From an optimization exercise on the open Yosys and OpenROAD flow, aimed at small area, a short achievable clock period and few clock cycles; shortcuts taken in it are not production practice. Only simulation tests tie the RTL to the original design; equivalence was not proved.

==> flow/design.v, too long to show whole: its modules and the start of the top module <==
// module lpm_mul32x32_cs: 3200 lines
// module lpm_mul47x32_cs: 4696 lines
// module lpm_sq32_cs: 1586 lines
// module lpm_store: 31 lines
// module lpm_ctrl: 16 lines
// module lpm_srt_rows: 69 lines
// module loop_performance_metrics: 232 lines
module loop_performance_metrics (
    input  wire logic                              clk,
    input  wire logic                              rst_n,
    input  wire logic                              start,
    output logic                                   busy,
    input  wire logic [1:0]                        command,
    input  wire logic [3:0]                        loop_index,
    input  wire logic signed [lpm_pkg::DATA_W-1:0] measured,
    input  wire logic signed [lpm_pkg::DATA_W-1:0] target,
    input  wire logic signed [lpm_pkg::DATA_W-1:0] deviation,
    input  wire logic [lpm_pkg::DATA_W-1:0]        step_time,
    output logic                                   done,
    output logic [3:0]                             loop_echo,
    output logic [lpm_pkg::ACC_W-1:0]              abs_error_integral,
    output logic [lpm_pkg::ACC_W-1:0]              squared_error_integral,
    output logic [lpm_pkg::OVS_W-1:0]              peak_overshoot
);
  // ...
==> flow/flow/run.sh <==
#!/bin/bash
# The standard layout (standard.sh: ORFS synthesis through finish), with
# two changes to how the layout is made, none to the design or constraints:
#  - repair_timing aims for SETUP_SLACK_MARGIN ns of setup slack, so it sizes
#    and buffers the register-to-register paths well below the clock period;
#  - clock tree synthesis adds no dummy loads and uses clkbuf_8 buffers on
#    clusters of at most 16 flip-flops within 60 um.
# Every tool's output goes to the ORFS logs under orfs/logs; make's own output
# goes to standard.log.
set -uo pipefail
export SETUP_SLACK_MARGIN=8
export CTS_ARGS="-sink_clustering_enable -repair_clock_nets -dont_use_dummy_load -buf_list sky130_fd_sc_hd__clkbuf_8 -sink_clustering_size 16 -sink_clustering_max_diameter 60"
bash standard.sh > standard.log 2>&1
==> flow/standard.sh <==
#!/bin/bash
# synth_recipe.tcl (not shown) runs the flow's synth.tcl, then flattens the netlist and writes it again
# the make line also repeats each setting of config.mk as NAME=value (left out here)
make -C /OpenROAD-flow-scripts/flow DESIGN_CONFIG=/design/flow/config.mk WORK_HOME=/design/flow/orfs CLKGATE_MAP_FILE= SYNTH_SCRIPT=/design/flow/synth_recipe.tcl "${@:-finish}"
==> flow/config.mk <==
export PLATFORM = sky130hd
export DESIGN_NAME = loop_performance_metrics
export DESIGN_NICKNAME = loop_performance_metrics
export VERILOG_FILES = /design/flow/design.v
export SDC_FILE = /design/flow/constraint.sdc
export NUM_CORES = 4
export LEC_CHECK = 0
export CAP_MARGIN = 20
export CORE_MARGIN = 2
export CORE_UTILIZATION = 55
export PLACE_DENSITY = 0.65
export SLEW_MARGIN = 20
==> flow/constraint.sdc <==
create_clock -name core_clock -period 13.0 [get_ports {clk}]
set_input_delay 2.6000 -clock core_clock [delete_from_list [all_inputs] [get_ports {clk}]]
set_output_delay 2.6000 -clock core_clock [all_outputs]
set_load 0.01 [all_outputs]
==> impl_metrics.env, run 1 <==
export IMPL_status="timing/DRC/antenna clean"
export IMPL_grt_pass1_vias=198000
export IMPL_multi_input_area_um2=170000
export IMPL_fmaxAchievable_mhz=191
export IMPL_required_ns=14.16
export IMPL_grt_first_pass_wirelength_um=1250000
export IMPL_synth_cell_type_count=93
export IMPL_regMostFlops="u_store.mem"
export IMPL_cts_made_buffers=519
export IMPL_synth_compound_area_share_pct=5.85
export IMPL_postPlaceCellArea_um2=324000
export IMPL_cts_setup_buffers=265
export IMPL_grt_use_total_pct=28.5
export IMPL_routed_wl_met3_um=81300
export IMPL_r2r_end="sp_s_r[41]$_DFF_P_"
export IMPL_maxSlewViolCount=0
export IMPL_finish_net_count=30400
export IMPL_yosys_area_share_simple_pct=9.71
export IMPL_antennaDiodeCount=86
export IMPL_syn_to_final_growth_pct=9.42
export IMPL_max_slew_margin_rel_pct=20.4
export IMPL_drive_gt1_share_pct=13.3
export IMPL_fin_tns_setup_ns=0
export IMPL_fin_skew_ns=0.184
export IMPL_yosysTopAreaCell="fa_1"
export IMPL_worstSetupEndpoint="sp_s_r[41]$_DFF_P_"
export IMPL_largest_reg_flops=2032
export IMPL_gp_congestion=0.883
Testbench counts, summed over its fixed seeds: cycles 4,128.
==> module lpm_srt_rows, before the edit <==
module lpm_srt_rows #(
    parameter int K = 3
) (
    input  wire logic [33:0] rsn_in,
    input  wire logic [33:0] rcn_in,
    input  wire logic [30:0] lo_in,
    input  wire logic [30:0] qn_in,
    input  wire logic [31:0] d,
    input  wire logic        qpos_in,
    input  wire logic        qneg_in,
    output logic             qpos_out,
    output logic             qneg_out,
    output logic      [33:0] rsn_out,
    output logic      [33:0] rcn_out,
    output logic      [30:0] lo_out,
    output logic      [30:0] qn_out
);
    logic [K:0][33:0] rsn, rcn;
    logic [K:0][30:0] lo, qn;
    logic [K:0]       qpos, qneg;
    assign rsn[0] = rsn_in;
    assign rcn[0] = rcn_in;
    assign lo[0] = lo_in;
    assign qn[0] = qn_in;
    logic [4:0] xt_pos, xt_neg;
    assign xt_pos = {2'b11, ~d[31:29]};
    assign xt_neg = {2'b00, d[31:29]};
    assign qpos[0] = qpos_in;
    assign qneg[0] = qneg_in;
    for (genvar i = 1; i <= K; i++) begin : g_look
        logic [4:0] pts, ptc;
        logic [3:0] yp, yz, yn;
        logic       pp, pn, zp, zn, np, nn;
        assign pts = ~rsn[i-1][32:28];
        assign ptc = ~rcn[i-1][32:28];
        assign yp  = (pts[4:1] ^ ptc[4:1] ^ xt_pos[4:1])
                   + ((pts[3:0] & ptc[3:0]) | (pts[3:0] & xt_pos[3:0]) | (ptc[3:0] & xt_pos[3:0]));
        assign yz  = (pts[4:1] ^ ptc[4:1])
                   + (pts[3:0] & ptc[3:0]);
        assign yn  = (pts[4:1] ^ ptc[4:1] ^ xt_neg[4:1])
                   + ((pts[3:0] & ptc[3:0]) | (pts[3:0] & xt_neg[3:0]) | (ptc[3:0] & xt_neg[3:0]));
        assign pp  = ~yp[3];
        assign pn  = yp[3] & ~(&yp[2:0]);
        assign zp  = ~yz[3];
        assign zn  = yz[3] & ~(&yz[2:0]);
        assign np  = ~yn[3];
        assign nn  = yn[3] & ~(&yn[2:0]);
        assign qpos[i] = qpos[i-1] ? pp : qneg[i-1] ? np : zp;
        assign qneg[i] = qpos[i-1] ? pn : qneg[i-1] ? nn : zn;
    end
    for (genvar i = 0; i < K; i++) begin : g_row
        logic [34:0] tsn, tcn, xn, sn, cn;
        assign tsn = {rsn[i], ~lo[i][30]};
        assign tcn = {rcn[i], 1'b1};
        assign xn  = qpos[i] ? {3'b000, d} : qneg[i] ? ~{3'b000, d} : '1;
        assign sn  = tsn ^ tcn ^ xn;
        assign cn  = {(tsn[33:0] & tcn[33:0]) | (xn[33:0] & (tsn[33:0] ^ tcn[33:0])), ~qpos[i]};
        assign rsn[i+1] = sn[33:0];
        assign rcn[i+1] = cn[33:0];
        assign lo[i+1]  = {lo[i][29:0], qpos[i]};
        assign qn[i+1]  = {qn[i][29:0], qneg[i]};
    end
    assign qpos_out = qpos[K];
    assign qneg_out = qneg[K];
    assign rsn_out = rsn[K];
    assign rcn_out = rcn[K];
    assign lo_out = lo[K];
    assign qn_out = qn[K];
endmodule
==> module loop_performance_metrics, before the edit <==
module loop_performance_metrics (
    input  wire logic                              clk,
    input  wire logic                              rst_n,
    input  wire logic                              start,
    output logic                                   busy,
    input  wire logic [1:0]                        command,
    input  wire logic [3:0]                        loop_index,
    input  wire logic signed [lpm_pkg::DATA_W-1:0] measured,
    input  wire logic signed [lpm_pkg::DATA_W-1:0] target,
    input  wire logic signed [lpm_pkg::DATA_W-1:0] deviation,
    input  wire logic [lpm_pkg::DATA_W-1:0]        step_time,
    output logic                                   done,
    output logic [3:0]                             loop_echo,
    output logic [lpm_pkg::ACC_W-1:0]              abs_error_integral,
    output logic [lpm_pkg::ACC_W-1:0]              squared_error_integral,
    output logic [lpm_pkg::OVS_W-1:0]              peak_overshoot
);
    localparam int NS    = lpm_pkg::SRT_ST;    
    localparam int F     = 4 + NS;             
    localparam int ACC_W = lpm_pkg::ACC_W;
    localparam int OVS_W = lpm_pkg::OVS_W;
    localparam int MET_W = lpm_pkg::MET_W;
    assign busy = 1'b0;
    logic [F+1:0] v;
    lpm_ctrl #(.N(F + 2)) u_ctrl (
        .clk   (clk),
        .rst_n (rst_n),
        .in_v  (start),
        .v     (v)
    );
    logic [F:0][3:0]  pIdx;    
    logic [F:0]       pClr;    
    logic [F:0]       pOk;     
    logic [F:0][31:0] pE;      
    logic [F:0][31:0] pDt;     
    logic [F:0][31:0] pD;      
    logic [F:0]       pSat;    
    logic [1:0]         cmd0;
    logic signed [31:0] pv0, sp0, e0;
    always_ff @(posedge clk)
    begin
        cmd0    <= command;
        pIdx[0] <= loop_index;
        pv0     <= measured;
        sp0     <= target;
        e0      <= deviation;
        pDt[0]  <= step_time;
    end
    logic        upd0;
    logic [31:0] s1;
    logic [32:0] diff1, ndiff1;
    assign upd0 = (cmd0 == 2'd0);
    always_ff @(posedge clk)
    begin
        pClr[1] <= (cmd0 == 2'd1);
        pE[1]   <= !upd0 ? '0 : e0[31] ? 32'(-e0) : 32'(e0);
        s1      <= sp0[31] ? 32'(-sp0) : 32'(sp0);
        diff1   <= 33'(pv0) - 33'(sp0);
        ndiff1  <= 33'(sp0) - 33'(pv0);
        pOk[1]  <= upd0
                && (((sp0 >= lpm_pkg::SP_MIN) && (pv0 > sp0))
                 || ((sp0 <= -lpm_pkg::SP_MIN) && (pv0 < sp0)));
    end
    logic [32:0] dmag1;
    logic [38:0] d100_2;
    logic [31:0] s2;
    logic [4:0]  k2;
    logic [4:0]  lz1;
    assign dmag1 = diff1[32] ? ndiff1 : diff1;
    always_comb
    begin
        lz1 = 5'd31;
        for (int i = 0; i < 32; i++)
            if (s1[i]) lz1 = 5'(31 - i);
    end
    always_ff @(posedge clk)
    begin
        d100_2 <= (39'(dmag1) << 6) + (39'(dmag1) << 5) + (39'(dmag1) << 2);
        s2     <= s1;
        k2     <= lz1;
        pD[2]  <= s1 << lz1;
    end
    logic [46:0]            mw2;
    logic [NS:0][33:0]      sRs, sRc;      
    logic [NS:0][30:0]      sLo, sQn;
    logic [NS:0]            sQp1, sQm1;    
    assign mw2 = 47'(d100_2) << k2;
    always_ff @(posedge clk)
    begin
        pSat[3] <= (d100_2[38:15] >= s2);
        sRs[0]  <= ~{2'b00, mw2[46:15]};
        sRc[0]  <= '1;
        sLo[0]  <= {mw2[14:0], 16'b0};
        sQn[0]  <= '0;
    end
    assign sQp1[0] = 1'b1;
    assign sQm1[0] = 1'b0;
    logic             c_neg;
    logic [30:0]      c_qdec, c_qq;
    for (genvar j = 0; j < NS; j++) begin : g_srt
        localparam int ROWS = (lpm_pkg::SRT_ROWS - j * lpm_pkg::SRT_K < lpm_pkg::SRT_K)
                            ? (lpm_pkg::SRT_ROWS - j * lpm_pkg::SRT_K) : lpm_pkg::SRT_K;
        logic [33:0] rs_nx, rc_nx;
        logic [30:0] lo_nx, qn_nx;
        logic        qp_nx, qm_nx;
        lpm_srt_rows #(.K(ROWS)) u_rows (
            .rsn_in (sRs[j]),
            .rcn_in (sRc[j]),
            .lo_in  (sLo[j]),
            .qn_in  (sQn[j]),
            .d      (pD[3 + j]),
            .qpos_in  (sQp1[j]),
            .qneg_in  (sQm1[j]),
            .qpos_out (qp_nx),
            .qneg_out (qm_nx),
            .rsn_out (rs_nx),
            .rcn_out (rc_nx),
            .lo_out (lo_nx),
            .qn_out (qn_nx)
        );
        if (j < NS - 1) begin : g_mid
            always_ff @(posedge clk)
            begin
                sRs[j+1] <= rs_nx;
                sRc[j+1] <= rc_nx;
                sLo[j+1] <= lo_nx;
                sQn[j+1] <= qn_nx;
                sQp1[j+1] <= qp_nx;
                sQm1[j+1] <= qm_nx;
            end
        end else begin : g_last
            logic [33:0] rem;
            assign rem = ~rs_nx + ~rc_nx;
            always_ff @(posedge clk)
            begin
                c_neg  <= rem[33];
                c_qdec <= lo_nx + ~qn_nx;
                c_qq   <= lo_nx - qn_nx;
            end
        end
    end
    always_ff @(posedge clk)
    begin
        for (int k = 0; k < F; k++)
            pIdx[k+1] <= pIdx[k];
        for (int k = 1; k < F; k++)
            pClr[k+1] <= pClr[k];
        for (int k = 1; k < F - 1; k++)
            pOk[k+1] <= pOk[k];
        for (int k = 1; k < F - 2; k++)
            pE[k+1] <= pE[k];
        for (int k = 0; k < F - 2; k++)
            pDt[k+1] <= pDt[k];
        for (int k = 2; k < F - 1; k++)
            pD[k+1] <= pD[k];
        for (int k = 3; k < F - 1; k++)
            pSat[k+1] <= pSat[k];
    end
    logic [OVS_W-1:0] q_f;
    always_ff @(posedge clk)
    begin
        q_f <= !pOk[F-1] ? '0 : pSat[F-1] ? '1 : c_neg ? c_qdec : c_qq;
    end
    logic [63:0] sq_s, sq_c, ab_s, ab_c, sq_s_r, sq_c_r, ab_s_r, ab_c_r;
    logic [78:0] sp_s, sp_c, sp_s_r, sp_c_r;
    logic [46:0] sq_base, abs_t;
    logic [62:0] sq_sum;
    logic [47:0] sq_t;
    logic        sq_big;
    lpm_sq32_cs     u_sq (.a(pE[F-4]),            .s(sq_s), .c(sq_c));
    lpm_mul32x32_cs u_ab (.a(pE[F-2]), .b(pDt[F-2]), .s(ab_s), .c(ab_c));
    lpm_mul47x32_cs u_sp (.a(sq_base), .b(pDt[F-2]), .s(sp_s), .c(sp_c));
    assign sq_sum = 63'((sp_s_r + sp_c_r) >> 16);
    always_ff @(posedge clk)
    begin
        sq_s_r  <= sq_s;
        sq_c_r  <= sq_c;
        sq_base <= 47'((sq_s_r + sq_c_r) >> 16);
        ab_s_r  <= ab_s;
        ab_c_r  <= ab_c;
        sp_s_r  <= sp_s;
        sp_c_r  <= sp_c;
        abs_t   <= 47'((ab_s_r + ab_c_r) >> 16);
        sq_t    <= sq_sum[47:0];
        sq_big  <= |sq_sum[62:48];
    end
    logic [MET_W-1:0] res;
    logic [3:0]       res_idx;
    logic [MET_W-1:0] rd_f;
    logic             fwd_f;
    lpm_store u_store (
        .clk     (clk),
        .rst_n   (rst_n),
        .rd_addr (pIdx[F-1]),
        .rd_data (rd_f),
        .wr_en   (v[F+1]),
        .wr_addr (res_idx),
        .wr_data (res)
    );
    always_ff @(posedge clk)
    begin
        fwd_f <= v[F] && (pIdx[F] == pIdx[F-1]);
    end
    logic [ACC_W:0]   abs_f, abs_r, sq_f, sq_r;
    logic [ACC_W-1:0] abs_fs, abs_rs, sq_fs, sq_rs;
    logic [OVS_W-1:0] pk_f, pk_r;
    assign abs_f = {1'b0, res[MET_W-1 -: ACC_W]}  + {2'b0, abs_t};
    assign abs_r = {1'b0, rd_f[MET_W-1 -: ACC_W]} + {2'b0, abs_t};
    assign sq_f  = {1'b0, res[OVS_W +: ACC_W]}    + {1'b0, sq_t};
    assign sq_r  = {1'b0, rd_f[OVS_W +: ACC_W]}   + {1'b0, sq_t};
    assign abs_fs = abs_f[ACC_W] ? '1 : abs_f[ACC_W-1:0];
    assign abs_rs = abs_r[ACC_W] ? '1 : abs_r[ACC_W-1:0];
    assign sq_fs  = (sq_f[ACC_W] || sq_big) ? '1 : sq_f[ACC_W-1:0];
    assign sq_rs  = (sq_r[ACC_W] || sq_big) ? '1 : sq_r[ACC_W-1:0];
    assign pk_f = (q_f > res[OVS_W-1:0])  ? q_f : res[OVS_W-1:0];
    assign pk_r = (q_f > rd_f[OVS_W-1:0]) ? q_f : rd_f[OVS_W-1:0];
    always_ff @(posedge clk)
    begin
        if (pClr[F])
            res <= '0;
        else if (fwd_f)
            res <= {abs_fs, sq_fs, pk_f};
        else
            res <= {abs_rs, sq_rs, pk_r};
        res_idx <= pIdx[F];
    end
    assign done                   = v[F+1];
    assign loop_echo              = res_idx;
    assign abs_error_integral     = res[MET_W-1 -: ACC_W];
    assign squared_error_integral = res[OVS_W +: ACC_W];
    assign peak_overshoot         = res[OVS_W-1:0];
endmodule
==> run 2, diff against run 1 <==
--- a/flow/design.v
+++ b/flow/design.v
@@ -9574,5 +9574,7 @@
     assign qn[0] = qn_in;
+    logic [31:0] dn;
+    assign dn = {1'b1, d[30:0]};
     logic [4:0] xt_pos, xt_neg;
-    assign xt_pos = {2'b11, ~d[31:29]};
-    assign xt_neg = {2'b00, d[31:29]};
+    assign xt_pos = {2'b11, ~dn[31:29]};
+    assign xt_neg = {2'b00, dn[31:29]};
     assign qpos[0] = qpos_in;
@@ -9604,3 +9606,3 @@
         assign tcn = {rcn[i], 1'b1};
-        assign xn  = qpos[i] ? {3'b000, d} : qneg[i] ? ~{3'b000, d} : '1;
+        assign xn  = qpos[i] ? {3'b000, dn} : qneg[i] ? ~{3'b000, dn} : '1;
         assign sn  = tsn ^ tcn ^ xn;
@@ -9770,3 +9772,3 @@
             pOk[k+1] <= pOk[k];
-        for (int k = 1; k < F - 2; k++)
+        for (int k = 1; k < F - 3; k++)
             pE[k+1] <= pE[k];
@@ -9786,3 +9788,3 @@
     logic [78:0] sp_s, sp_c, sp_s_r, sp_c_r;
-    logic [46:0] sq_base, abs_t;
+    logic [46:0] sq_base, abs_p, abs_t;
     logic [62:0] sq_sum;
@@ -9791,3 +9793,3 @@
     lpm_sq32_cs     u_sq (.a(pE[F-4]),            .s(sq_s), .c(sq_c));
-    lpm_mul32x32_cs u_ab (.a(pE[F-2]), .b(pDt[F-2]), .s(ab_s), .c(ab_c));
+    lpm_mul32x32_cs u_ab (.a(pE[F-3]), .b(pDt[F-3]), .s(ab_s), .c(ab_c));
     lpm_mul47x32_cs u_sp (.a(sq_base), .b(pDt[F-2]), .s(sp_s), .c(sp_c));
@@ -9801,5 +9803,6 @@
         ab_c_r  <= ab_c;
+        abs_p   <= 47'((ab_s_r + ab_c_r) >> 16);
         sp_s_r  <= sp_s;
         sp_c_r  <= sp_c;
-        abs_t   <= 47'((ab_s_r + ab_c_r) >> 16);
+        abs_t   <= abs_p;
         sq_t    <= sq_sum[47:0];
==> impl_metrics.env, run 2 <==
export IMPL_async_flop_share_pct=0.586
export IMPL_synth_edf_count=2032
export IMPL_antenna_left=0
export IMPL_hold_viol=0
export IMPL_io_pins=270
export IMPL_status="timing/DRC/antenna clean"
export IMPL_cp_max_fo=5
export IMPL_synth_top_area_share_pct=23.9
export IMPL_synthCells=24900
export IMPL_worstSkewPairLatency_ns=1.37
export IMPL_ys_flop_type="dfxtp_1"
export IMPL_dp_hpwl_um=524000
export IMPL_synth_fp_nets=30100
export IMPL_synth_common_cells="fa_1 (3,744), dfxtp_1 (3,568), and2_1 (2,971)"
export IMPL_clock_root_buffer="clkbuf_8"
export IMPL_initial_utilization_pct=55.1
export IMPL_rsz0062_at_grt="true"
export IMPL_viasPerCell=5.77
export IMPL_hold_path_class="reg2reg"
export IMPL_drtIter0Drc=16400
export IMPL_avgSynthCellArea_um2=12.6
export IMPL_die_w_um=759
export IMPL_fmaxAchievable_mhz=194
export IMPL_top_regs="u_store.mem: 2032 flops, pDt: 448 flops, pE: 383 flops"
export IMPL_die_h_um=759
export IMPL_fin_crit_sh_pct=39.6
export IMPL_finalCriticalPeriod_ns=5.15
export IMPL_grt_first_pass_wirelength_um=1240000
export IMPL_required_ns=14.13
export IMPL_crit_top_cell="fa_1"
export IMPL_critPathArrivalTime_ns=6.27
export IMPL_fp_row_count=277
export IMPL_detail_route_first_pass_iterations=8
export IMPL_coreArea_um2=568000
export IMPL_htree_levels=5
export IMPL_grt_max_degree=170
export IMPL_largest_reg_flops=2032
export IMPL_fin_skew_ns=0.252
export IMPL_layout_commonest_cell="fa_1"
export IMPL_grt_use_total_pct=28.5
export IMPL_grt_overflow_total=0
export IMPL_synth_cell_type_count=115
export IMPL_fin_tns_setup_ns=0
export IMPL_grt_pass1_vias=197000
export IMPL_finish_net_count=30300
export IMPL_seq_area_um2=134000
export IMPL_regMostFlops="u_store.mem"
export IMPL_yosysTopAreaCell="fa_1"
export IMPL_ys_warn_count=3
export IMPL_cpMaxStageDelayCell="fa_2"
export IMPL_end_kind="register"
export IMPL_drc=0
export IMPL_design_area_um2=338000
export IMPL_netlist_area_um2=313000
export IMPL_maxSlewViolCount=0
export IMPL_synth_area_leaders="fa_1 (24%), dfxtp_1 (23%), edfxtp_1 (19%), and2_1 (5.9%), ha_1 (5.1%)"
export IMPL_setup_viol=0
export IMPL_worstSetupStartpointType="register"
export IMPL_drv_cap=0
export IMPL_postLayoutCoreUtil_pct=59.5
export IMPL_cts_made_buffers=469
export IMPL_yosys_register_bits=5633
export IMPL_path_cells="buf_12 -> buf_16 -> buf_12 -> and2_4 -> fa_1 -> fa_1 -> fa_1 -> fa_1 -> fa_1 -> fa_2 -> fa_2 -> fa_2"
export IMPL_cp_num_buf_inv=3
export IMPL_clk_pin_slew_ns=0.08
export IMPL_synth_most_common_cell="fa_1"
export IMPL_multi_input_area_um2=169000
export IMPL_vias=189000
export IMPL_gp_congestion=0.891
export IMPL_fp_dieArea_um2=576000
export IMPL_max_slew_margin_rel_pct=26.0
export IMPL_critical_path_top_delay_family="adder cells"
export IMPL_yosysSeqAreaShare_pct=42.5
export IMPL_drive_gt1_share_pct=11.6
export IMPL_layout_common_cells="fa_1 (3,577), dfxtp_1 (3,255), and2_1 (2,948)"
export IMPL_cts_sinks=5633
export IMPL_postPlaceCellArea_um2=324000
export IMPL_cp_slowest_stage_delay_ns=0.62
export IMPL_crit_type="reg2reg"
export IMPL_tightestPinTransition_ns=1.11
export IMPL_cts_buffer_depth=4
export IMPL_fillerInstances=45300
export IMPL_antenna_found_initial=72
export IMPL_syn_to_final_growth_pct=7.95
export IMPL_routed_wl_um=827000
export IMPL_cts_hold_buffers=0
export IMPL_avgRoutedWirePerCell_um=25.3
export IMPL_port_buffers=268
export IMPL_tritoncts="done"
[run 2: changes by cell type after synthesis, sizes merged, moves of 30 or more]
cell / before / now
xnor2: 444 / 492
a21oi: 985 / 942
nand2: 929 / 1093
o21ai: 825 / 963
a21o: 409 / 368
mux2i: 248 / 174
o221a: 33 / 3
xor2: 359 / 305
inv: 2400 / 2366
fa: 3803 / 3744
[run 2: worst paths after layout]
path | start | endpoint | slack, ns | cells past startpoint
max | pDt[446]$_DFF_P_ | sp_s_r[36]$_DFF_P_ | 7.85 | 12
min | abs_p[16]$_DFF_P_ | abs_t[16]$_DFF_P_ | 0.24 | 0
max reg2reg | pDt[446]$_DFF_P_ | sp_s_r[36]$_DFF_P_ | 7.85 | 12
min reg2reg | abs_p[16]$_DFF_P_ | abs_t[16]$_DFF_P_ | 0.24 | 0
max in group asynchronous | rst_n | u_ctrl.v[16]$_DFF_PN0_ | 10.99 | 2
min in group asynchronous | rst_n | u_ctrl.v[0]$_DFF_PN0_ | 1.67 | 2
[run 2: layout make-up]
| type | instances | area share, % |
|---|---|---|
| diodes | 41 | 0.0303 |
| repair inverters | 3 | 0.00444 |
| inverters | 2378 | 2.66 |
| repair buffers | 898 | 2.99 |
| well taps | 7533 | 2.79 |
| flip-flops and latches | 5633 | 39.6 |
| clock buffers | 469 | 1.91 |
| multi-input cells | 15800 | 50.0 |
[run 2: cell families (layout without fill, tap and decap cells)]
logic type,Yosys count,count (layout),synth area share (%)
simple gates,5860,5864,10.1
flops,5633,5633,42.5
fa+ha+maj,5012,5012,29.0
buf+inv,3542,3748,4.26
compound gates,3071,3074,6.00
mux,1009,1009,5.94
xor+xnor,797,797,2.23
other cells,1,42,0.00120
[run 2: metrics by stage]
step	hold slack, ns	setup WS (ns)	instances
after CTS	0.235	7.81	32500
final	0.237	7.85	32700
after global placement	0.310	7.09	31800
after global routing	0.248	7.76	32700
after floorplan	0.310	6.12	24900
after detailed placement	0.312	7.04	31800
[run 2: metal layers]
metal | part of all wire, % | global-route usage [%]
met1 | 42 | 40.1
met2 | 46 | 45.4
met3 | 9.2 | 6.01
met4 | 3.3 | 7.37
met5 | 0.018 | 0
[run 2: what timing repair did]
action | 4_1_cts | 5_1_grt
setup buffers | 194 | 120
gates resized for setup | 851 | 420
pin swaps | 244 | 338
cloned | 40 | 23
setup endpoints to repair | 897 | 597
[run 2: worst reg2reg max path: cells and delay by family, from the launching register on]
kind | cells | cell delay, ns
adder cells (fa/ha/maj) | 8 | 4.07
buffers and inverters | 3 | 0.43
flip-flops | 1 | 0.37
AND/OR/NAND/NOR | 1 | 0.16
Testbench counts of run 2, summed over its fixed seeds: cycles 4,128.
==> run 3, diff against run 2 <==
--- a/flow/config.mk
+++ b/flow/config.mk
@@ -9,4 +9,4 @@
 export CORE_MARGIN = 2
-export CORE_UTILIZATION = 55
-export PLACE_DENSITY = 0.65
+export CORE_UTILIZATION = 60
+export PLACE_DENSITY = 0.7
 export SLEW_MARGIN = 20
==> impl_metrics.env, run 3 <==
export IMPL_status="timing/DRC/antenna clean"
export IMPL_htree_levels=5
export IMPL_setup_viol=0
export IMPL_hold_path_class="reg2reg"
export IMPL_worstSkewPairLatency_ns=1.26
export IMPL_fin_skew_ns=0.189
export IMPL_fp_row_count=265
export IMPL_synth_fp_nets=30100
export IMPL_synthCells=24900
export IMPL_grt_overflow_total=0
export IMPL_rsz0062_at_grt="true"
export IMPL_tightestPinTransition_ns=1.25
export IMPL_synth_area_leaders="fa_1 (24%), dfxtp_1 (23%), edfxtp_1 (19%), and2_1 (5.9%), ha_1 (5.1%)"
export IMPL_fmaxAchievable_mhz=196
export IMPL_drc=0
export IMPL_synth_cell_type_count=115
export IMPL_finalCriticalPeriod_ns=5.11
export IMPL_largest_reg_flops=2032
export IMPL_avgSynthCellArea_um2=12.6
export IMPL_fp_dieArea_um2=528000
export IMPL_ys_warn_count=3
export IMPL_cp_max_fo=6
export IMPL_async_flop_share_pct=0.586
export IMPL_synth_top_family_by_area="adder cells"
export IMPL_required_ns=14.07
export IMPL_cpMaxStageDelayCell="fa_2"
export IMPL_netlist_area_um2=313000
export IMPL_path_cells="buf_12 -> buf_12 -> and2_4 -> fa_1 -> fa_2 -> fa_1 -> fa_1 -> fa_1 -> fa_2 -> fa_1 -> fa_2"
export IMPL_cts_hold_buffers=0
export IMPL_clk_pin_slew_ns=0.09
export IMPL_synth_fa_ha_area_share_pct=29.0
export IMPL_synth_edf_count=2032
export IMPL_maxSlewViolCount=0
export IMPL_syn_to_final_growth_pct=7.77
export IMPL_regMostFlops="u_store.mem"
export IMPL_synth_most_common_cell="fa_1"
export IMPL_dp_hpwl_um=514000
export IMPL_fin_tns_setup_ns=0
export IMPL_end_kind="register"
export IMPL_crit_type="reg2reg"
export IMPL_yosysTopAreaCell="fa_1"
export IMPL_synth_compound_area_share_pct=6.00
export IMPL_die_h_um=727
export IMPL_crit_top_cell="fa_1"
export IMPL_cts_buffer_depth=4
export IMPL_fin_ws_ns=7.89
export IMPL_drtIter0Drc=16700
export IMPL_worstSetupStartpointType="register"
export IMPL_initial_utilization_pct=60.2
export IMPL_synth_top_area_share_pct=23.9
export IMPL_viasPerCell=5.95
export IMPL_port_buffers=268
export IMPL_detail_route_first_pass_iterations=8
export IMPL_clock_root_buffer="clkbuf_8"
export IMPL_avgRoutedWirePerCell_um=25.5
export IMPL_vias=191000
export IMPL_finish_net_count=30300
export IMPL_top_regs="u_store.mem: 2032 flops, pDt: 448 flops, pE: 383 flops"
export IMPL_cp_slowest_stage_delay_ns=0.59
export IMPL_yosys_area_share_simple_pct=10.1
export IMPL_cts_sinks=5633
export IMPL_grt_first_pass_wirelength_um=1230000
export IMPL_fin_crit_sh_pct=39.3
export IMPL_layout_common_cells="fa_1 (3,600), dfxtp_1 (3,250), and2_1 (2,951)"
export IMPL_antenna_left=0
export IMPL_ys_flop_type="dfxtp_1"
export IMPL_critPathArrivalTime_ns=6.18
export IMPL_yosysSeqAreaShare_pct=42.5
export IMPL_yosys_register_bits=5633
export IMPL_cts_made_buffers=465
export IMPL_antenna_found_initial=69
export IMPL_routed_wl_um=820000
export IMPL_grt_use_total_pct=30.9
export IMPL_synthXorXnorAreaFrac_pct=2.23
export IMPL_layout_commonest_cell="fa_1"
export IMPL_synthMuxAreaShare_pct=5.94
export IMPL_cp_num_buf_inv=2
export IMPL_drv_cap=0
export IMPL_critical_path_top_delay_family="adder cells"
export IMPL_grt_pass1_vias=198000
export IMPL_coreArea_um2=521000
export IMPL_tritoncts="done"
export IMPL_grt_max_degree=215
export IMPL_io_pins=270
export IMPL_max_slew_margin_rel_pct=16.6
export IMPL_gp_congestion=0.904
export IMPL_die_w_um=727
export IMPL_synth_common_cells="fa_1 (3,744), dfxtp_1 (3,568), and2_1 (2,971)"
export IMPL_pre_cts_ws_ns=6.90
export IMPL_drive_gt1_share_pct=11.6
export IMPL_hold_viol=0
[run 3: path summary, 6_finish.rpt]
check	startpoint	end	slack [ns]	depth (start not counted)
min reg2reg	pDt[301]$_DFF_P_	pDt[333]$_DFF_P_	0.21	0
min	pDt[301]$_DFF_P_	pDt[333]$_DFF_P_	0.21	0
max	pDt[438]$_DFF_P_	sp_s_r[45]$_DFF_P_	7.89	11
min in group asynchronous	rst_n	u_store.valid_reg[9]$_DFFE_PN0P_	1.68	2
max reg2reg	pDt[438]$_DFF_P_	sp_s_r[45]$_DFF_P_	7.89	11
max in group asynchronous	rst_n	u_ctrl.v[16]$_DFF_PN0_	11.00	2
[run 3: final cells by class]
| cell class | instances | area [um^2] |
|---|---|---|
| Timing Repair inverter | 5 | 25.0 |
| Fill cell | 38900 | 183000 |
| Sequential cell | 5633 | 134000 |
| Inverter | 2378 | 9010 |
| Tap cell | 6942 | 8690 |
| Timing Repair Buffer | 905 | 10400 |
| Clock buffer | 465 | 6400 |
| Multi-Input combinational cell | 15800 | 169000 |
| Antenna cell | 43 | 108 |
[run 3: cells by family after synthesis]
family / after synthesis
buf+inv: 3542
flops: 5633
xor+xnor: 797
mux: 1009
fa+ha+maj: 5012
other cells: 1
simple gates: 5860
compound gates: 3071
[run 3: timing repair]
action	4_1_cts	5_1_grt
endpoints found under the setup margin	893	691
gates resized for setup	787	402
cloned	57	14
setup buffers	194	129
pin swaps	226	340
[run 3: through the flow]
stage | area, um^2 | std cells | util (%) | hold slack [ns]
floorplan | 314000 | 24900 | - | 0.310
global placement | 323000 | 31200 | 62.1 | 0.310
detailed placement | 323000 | 31200 | 62.1 | 0.312
CTS | 335000 | 31900 | 64.3 | 0.232
global route | 338000 | 32100 | 64.9 | 0.216
finish | 338000 | 32100 | 64.9 | 0.210
[run 3: worst reg2reg max path: stages, from the launching register on]
cell and delay [ns]:
dfxtp_4 0.46, buf_12 0.19, buf_12 0.15, and2_4 0.15
fa_1 0.42, fa_2 0.55, fa_1 0.46, fa_1 0.53
fa_1 0.45, fa_2 0.59, fa_1 0.45, fa_2 0.59
[run 3: per-layer routing]
metal  global-route usage (%)  vias up  routed length, um
met4                     9.50       20              30100
met2                     48.6     9303             373000
met5                        0        -                142
met1                     43.2    97700             331000
li1                         -    82200                  -
met3                     7.24     1831              85400
==> run 4, diff against run 3 <==
--- a/flow/design.v
+++ b/flow/design.v
@@ -8,3 +8,3 @@
     localparam int MET_W  = 2 * ACC_W + OVS_W;
-    localparam int SRT_ROWS = 31;
+    localparam int SRT_ROWS = 30;
     localparam int SRT_K    = 3;
@@ -9574,7 +9574,5 @@
     assign qn[0] = qn_in;
-    logic [31:0] dn;
-    assign dn = {1'b1, d[30:0]};
     logic [4:0] xt_pos, xt_neg;
-    assign xt_pos = {2'b11, ~dn[31:29]};
-    assign xt_neg = {2'b00, dn[31:29]};
+    assign xt_pos = {2'b11, ~d[31:29]};
+    assign xt_neg = {2'b00, d[31:29]};
     assign qpos[0] = qpos_in;
@@ -9606,3 +9604,3 @@
         assign tcn = {rcn[i], 1'b1};
-        assign xn  = qpos[i] ? {3'b000, dn} : qneg[i] ? ~{3'b000, dn} : '1;
+        assign xn  = qpos[i] ? {3'b000, d} : qneg[i] ? ~{3'b000, d} : '1;
         assign sn  = tsn ^ tcn ^ xn;
@@ -9709,3 +9707,21 @@
     logic [NS:0]            sQp1, sQm1;    
+    logic [33:0] r0_rs, r0_rc;
+    logic [30:0] r0_lo, r0_qn;
+    logic        r0_qp, r0_qm;
     assign mw2 = 47'(d100_2) << k2;
+    lpm_srt_rows #(.K(1)) u_row0 (
+        .rsn_in   (~{2'b00, mw2[46:15]}),
+        .rcn_in   ('1),
+        .lo_in    ({mw2[14:0], 16'b0}),
+        .qn_in    ('0),
+        .d        (pD[2]),
+        .qpos_in  (1'b1),
+        .qneg_in  (1'b0),
+        .qpos_out (r0_qp),
+        .qneg_out (r0_qm),
+        .rsn_out  (r0_rs),
+        .rcn_out  (r0_rc),
+        .lo_out   (r0_lo),
+        .qn_out   (r0_qn)
+    );
     always_ff @(posedge clk)
@@ -9713,11 +9729,9 @@
         pSat[3] <= (d100_2[38:15] >= s2);
-        sRs[0]  <= ~{2'b00, mw2[46:15]};
-        sRc[0]  <= '1;
-        sLo[0]  <= {mw2[14:0], 16'b0};
-        sQn[0]  <= '0;
+        sRs[0]  <= r0_rs;
+        sRc[0]  <= r0_rc;
+        sLo[0]  <= r0_lo;
+        sQn[0]  <= r0_qn;
+        sQp1[0] <= r0_qp;
+        sQm1[0] <= r0_qm;
     end
-    assign sQp1[0] = 1'b1;
-    assign sQm1[0] = 1'b0;
-    logic             c_neg;
-    logic [30:0]      c_qdec, c_qq;
     for (genvar j = 0; j < NS; j++) begin : g_srt
@@ -9729,7 +9743,7 @@
         lpm_srt_rows #(.K(ROWS)) u_rows (
-            .rsn_in (sRs[j]),
-            .rcn_in (sRc[j]),
-            .lo_in  (sLo[j]),
-            .qn_in  (sQn[j]),
-            .d      (pD[3 + j]),
+            .rsn_in   (sRs[j]),
+            .rcn_in   (sRc[j]),
+            .lo_in    (sLo[j]),
+            .qn_in    (sQn[j]),
+            .d        (pD[3 + j]),
             .qpos_in  (sQp1[j]),
@@ -9738,26 +9752,15 @@
             .qneg_out (qm_nx),
-            .rsn_out (rs_nx),
-            .rcn_out (rc_nx),
-            .lo_out (lo_nx),
-            .qn_out (qn_nx)
+            .rsn_out  (rs_nx),
+            .rcn_out  (rc_nx),
+            .lo_out   (lo_nx),
+            .qn_out   (qn_nx)
         );
-        if (j < NS - 1) begin : g_mid
-            always_ff @(posedge clk)
-            begin
-                sRs[j+1] <= rs_nx;
-                sRc[j+1] <= rc_nx;
-                sLo[j+1] <= lo_nx;
-                sQn[j+1] <= qn_nx;
-                sQp1[j+1] <= qp_nx;
-                sQm1[j+1] <= qm_nx;
-            end
-        end else begin : g_last
-            logic [33:0] rem;
-            assign rem = ~rs_nx + ~rc_nx;
-            always_ff @(posedge clk)
-            begin
-                c_neg  <= rem[33];
-                c_qdec <= lo_nx + ~qn_nx;
-                c_qq   <= lo_nx - qn_nx;
-            end
+        always_ff @(posedge clk)
+        begin
+            sRs[j+1]  <= rs_nx;
+            sRc[j+1]  <= rc_nx;
+            sLo[j+1]  <= lo_nx;
+            sQn[j+1]  <= qn_nx;
+            sQp1[j+1] <= qp_nx;
+            sQm1[j+1] <= qm_nx;
         end
@@ -9772,3 +9775,3 @@
             pOk[k+1] <= pOk[k];
-        for (int k = 1; k < F - 3; k++)
+        for (int k = 1; k < F - 2; k++)
             pE[k+1] <= pE[k];
@@ -9781,6 +9784,11 @@
     end
+    logic [33:0]      rem_l;
+    logic [30:0]      q_dec, q_q;
     logic [OVS_W-1:0] q_f;
+    assign rem_l = ~sRs[NS] + ~sRc[NS];
+    assign q_dec = sLo[NS] + ~sQn[NS];
+    assign q_q   = sLo[NS] - sQn[NS];
     always_ff @(posedge clk)
     begin
-        q_f <= !pOk[F-1] ? '0 : pSat[F-1] ? '1 : c_neg ? c_qdec : c_qq;
+        q_f <= !pOk[F-1] ? '0 : pSat[F-1] ? '1 : rem_l[33] ? q_dec : q_q;
     end
@@ -9788,3 +9796,3 @@
     logic [78:0] sp_s, sp_c, sp_s_r, sp_c_r;
-    logic [46:0] sq_base, abs_p, abs_t;
+    logic [46:0] sq_base, abs_t;
     logic [62:0] sq_sum;
@@ -9793,3 +9801,3 @@
     lpm_sq32_cs     u_sq (.a(pE[F-4]),            .s(sq_s), .c(sq_c));
-    lpm_mul32x32_cs u_ab (.a(pE[F-3]), .b(pDt[F-3]), .s(ab_s), .c(ab_c));
+    lpm_mul32x32_cs u_ab (.a(pE[F-2]), .b(pDt[F-2]), .s(ab_s), .c(ab_c));
     lpm_mul47x32_cs u_sp (.a(sq_base), .b(pDt[F-2]), .s(sp_s), .c(sp_c));
@@ -9803,6 +9811,5 @@
         ab_c_r  <= ab_c;
-        abs_p   <= 47'((ab_s_r + ab_c_r) >> 16);
         sp_s_r  <= sp_s;
         sp_c_r  <= sp_c;
-        abs_t   <= abs_p;
+        abs_t   <= 47'((ab_s_r + ab_c_r) >> 16);
         sq_t    <= sq_sum[47:0];
==> impl_metrics.env, run 4 <==
export IMPL_layout_commonest_cell="fa_1"
export IMPL_routed_wl_um=822000
export IMPL_grt_max_degree=177
export IMPL_postPlaceCellArea_um2=321000
export IMPL_cp_num_buf_inv=3
export IMPL_synth_cell_type_count=101
export IMPL_drv_cap=0
export IMPL_status="timing/DRC/antenna clean"
export IMPL_cp_slowest_stage_delay_ns=0.47
export IMPL_fin_crit_sh_pct=46.8
export IMPL_gp_congestion=0.908
export IMPL_fin_tns_setup_ns=0
export IMPL_end_kind="register"
export IMPL_cts_made_buffers=461
export IMPL_initial_utilization_pct=60.2
export IMPL_ys_flop_type="dfxtp_1"
export IMPL_fin_skew_ns=0.226
export IMPL_grt_first_pass_wirelength_um=1220000
export IMPL_yosys_register_bits=5513
export IMPL_cp_startpoint="sRs[342]$_DFF_P_"
export IMPL_regMostFlops="u_store.mem"
export IMPL_rsz0062_at_grt="true"
export IMPL_required_ns=14.10
export IMPL_die_h_um=724
export IMPL_hold_path_class="reg2reg"
export IMPL_yosysTopAreaCell="fa_1"
export IMPL_coreArea_um2=516000
export IMPL_yosysSeqAreaShare_pct=42.1
export IMPL_rrSetupSlack_ns=6.92
export IMPL_drtIter0Drc=17400
export IMPL_synth_most_common_cell="fa_1"
export IMPL_ys_warn_count=3
export IMPL_clock_root_buffer="clkbuf_8"
export IMPL_viasPerCell=5.95
export IMPL_io_pins=270
export IMPL_clk_pin_slew_ns=0.11
export IMPL_tritoncts="done"
export IMPL_synth_common_cells="fa_1 (3,802), dfxtp_1 (3,449), and2_1 (2,972)"
export IMPL_design_area_um2=338000
export IMPL_cp_depth=30
export IMPL_drc=0
export IMPL_critPathArrivalTime_ns=7.18
export IMPL_critical_path_top_delay_family="compound AO/OA/AOI/OAI gates"
export IMPL_reg2regPathDepth=30
export IMPL_die_w_um=724
export IMPL_synth_edf_count=2032
export IMPL_detail_route_first_pass_iterations=7
export IMPL_cts_sinks=5513
export IMPL_antenna_left=0
export IMPL_layout_common_cells="fa_1 (3,567), dfxtp_1 (3,154), and2_1 (2,941)"
export IMPL_largest_reg_flops=2032
export IMPL_crit_type="reg2reg"
export IMPL_postLayoutCoreUtil_pct=65.5
export IMPL_antenna_found_initial=57
export IMPL_dp_hpwl_um=510000
export IMPL_fillerInstances=37700
export IMPL_worstSkewPairLatency_ns=1.31
export IMPL_fp_dieArea_um2=524000
export IMPL_avgSynthCellArea_um2=12.6
export IMPL_fp_row_count=264
export IMPL_grt_use_total_pct=31.0
export IMPL_maxSlewViolCount=0
export IMPL_fmaxAchievable_mhz=165
export IMPL_cp_max_fo=4
export IMPL_htree_levels=5
export IMPL_drive_gt1_share_pct=12.9
export IMPL_async_flop_share_pct=0.580
export IMPL_port_buffers=268
export IMPL_worstSetupEndpoint="q_f[24]$_SDFF_PN0_"
export IMPL_cts_buffer_depth=4
export IMPL_finalCriticalPeriod_ns=6.08
export IMPL_synth_area_leaders="fa_1 (24%), dfxtp_1 (22%), edfxtp_1 (20%), and2_1 (6.0%), ha_1 (5.0%)"
export IMPL_top_regs="u_store.mem: 2032 flops, pDt: 416 flops, pE: 384 flops"
export IMPL_tightestPinTransition_ns=1.22
export IMPL_setup_viol=0
export IMPL_syn_to_final_growth_pct=8.76
export IMPL_max_slew_margin_rel_pct=18.1
export IMPL_grt_overflow_total=0
export IMPL_cpMaxStageDelayCell="a2111oi_4"
export IMPL_grt_pass1_vias=197000
export IMPL_layoutNonFillerInstCount=31900
export IMPL_synth_fp_nets=29800
export IMPL_r2r_end="q_f[24]$_SDFF_PN0_"
export IMPL_crit_top_cell="o21a_1"
export IMPL_worstReg2RegStart="sRs[342]$_DFF_P_"
export IMPL_synth_top_area_share_pct=24.5
export IMPL_synthCells=24600
export IMPL_avgRoutedWirePerCell_um=25.8
export IMPL_finish_net_count=30100
export IMPL_vias=190000
export IMPL_place_inst=30900
export IMPL_hold_viol=0
export IMPL_worstSetupStartpointType="register"
export IMPL_netlist_area_um2=311000
[run 4: area by class of cell]
class	count	area (um^2)	area share (%)
multi-input combinational	15500	170000	50.2
sequential	5513	132000	39.0
timing repair inverter	5	25.0	0.00740
tap	6916	8650	2.56
clock buffer	461	6340	1.88
timing repair buffer	1029	12200	3.60
antenna	67	168	0.0496
inverter	2454	9330	2.76
[run 4: through the flow]
stage	setup WS, ns	hold slack (ns)
2_1_floorplan	6.12	0.310
4_1_cts	7.03	0.204
5_1_grt	6.61	0.198
3_3_place_gp	6.32	0.310
6_report	6.92	0.220
3_5_place_dp	6.31	0.312
[run 4: timing repair]
action | CTS | global route
cloned | 59 | 35
gates resized for setup | 1002 | 573
hold buffers | 0 | 0
buffers inserted | 269 | 124
endpoints found under the setup margin | 1045 | 801
pin swaps | 424 | 456
[run 4: metal layers]
| metal | wire, um | track usage, % |
|---|---|---|
| met1 | 329000 | 43.3 |
| met2 | 374000 | 48.5 |
| met3 | 82700 | 6.69 |
| met4 | 36400 | 10.9 |
| met5 | 161 | 0 |
[run 4: cells by family after synthesis]
kind of cell	share of synthesized area, %
fa+ha+maj	29.5
flops	42.1
compound gates	5.74
other cells	0.00121
simple gates	9.85
buf+inv	4.36
mux	6.20
xor+xnor	2.21
[run 4: worst min-delay path by stage]
stage                                        startpoint                          to  cells past startpoint
after floorplan           g_srt[0].lo_nx[22]$_SDFF_PP0_  g_srt[1].lo_nx[25]$_DFF_P_                      0
final                                   pE[378]$_DFF_P_             pE[410]$_DFF_P_                      0
after CTS                               pE[378]$_DFF_P_             pE[410]$_DFF_P_                      0
after global placement                   pE[70]$_DFF_P_             pE[102]$_DFF_P_                      0
after detailed placement               pDt[363]$_DFF_P_            pDt[395]$_DFF_P_                      0
after global routing                    pE[378]$_DFF_P_             pE[410]$_DFF_P_                      0
Testbench counts of run 4, summed over its fixed seeds: cycles 4,120.

-- separate check: timing with driven ports --
In the flow no input, the clock included, has a driving cell. The finished layouts below were timed again as built, in two steps.
Step 1: set_driving_cell puts a clkbuf_16 on clk and a buf_2 on each other input, an assumption about the parent block.
Step 2 moves the port delays by t, midway between the first and last clock arrival at a register: inputs arrive t later, outputs are due t later. That takes back most of the time a late clock gives input paths.
Slacks: ideal ports / drivers / drivers and shift; pairs: ideal ports / drivers.
| run | t, ns | setup WS [ns] | slew at the worst register clock pin (ns) | worst data-port slew with drivers (ns) |
|---|---|---|---|---|
| run 1 | 1.400 | 7.753 / 7.753 / 7.753 | 0.11 / 0.11 | 0.23 |
| run 2 | 1.382 | 7.853 / 7.853 / 7.853 | 0.11 / 0.11 | 0.11 |
| run 3 | 1.323 | 7.889 / 7.889 / 7.889 | 0.11 / 0.11 | 0.12 |
| run 4 | 1.332 | 6.921 / 6.921 / 6.921 | 0.11 / 0.11 | 0.25 |
After both steps every run listed still meets setup and hold.
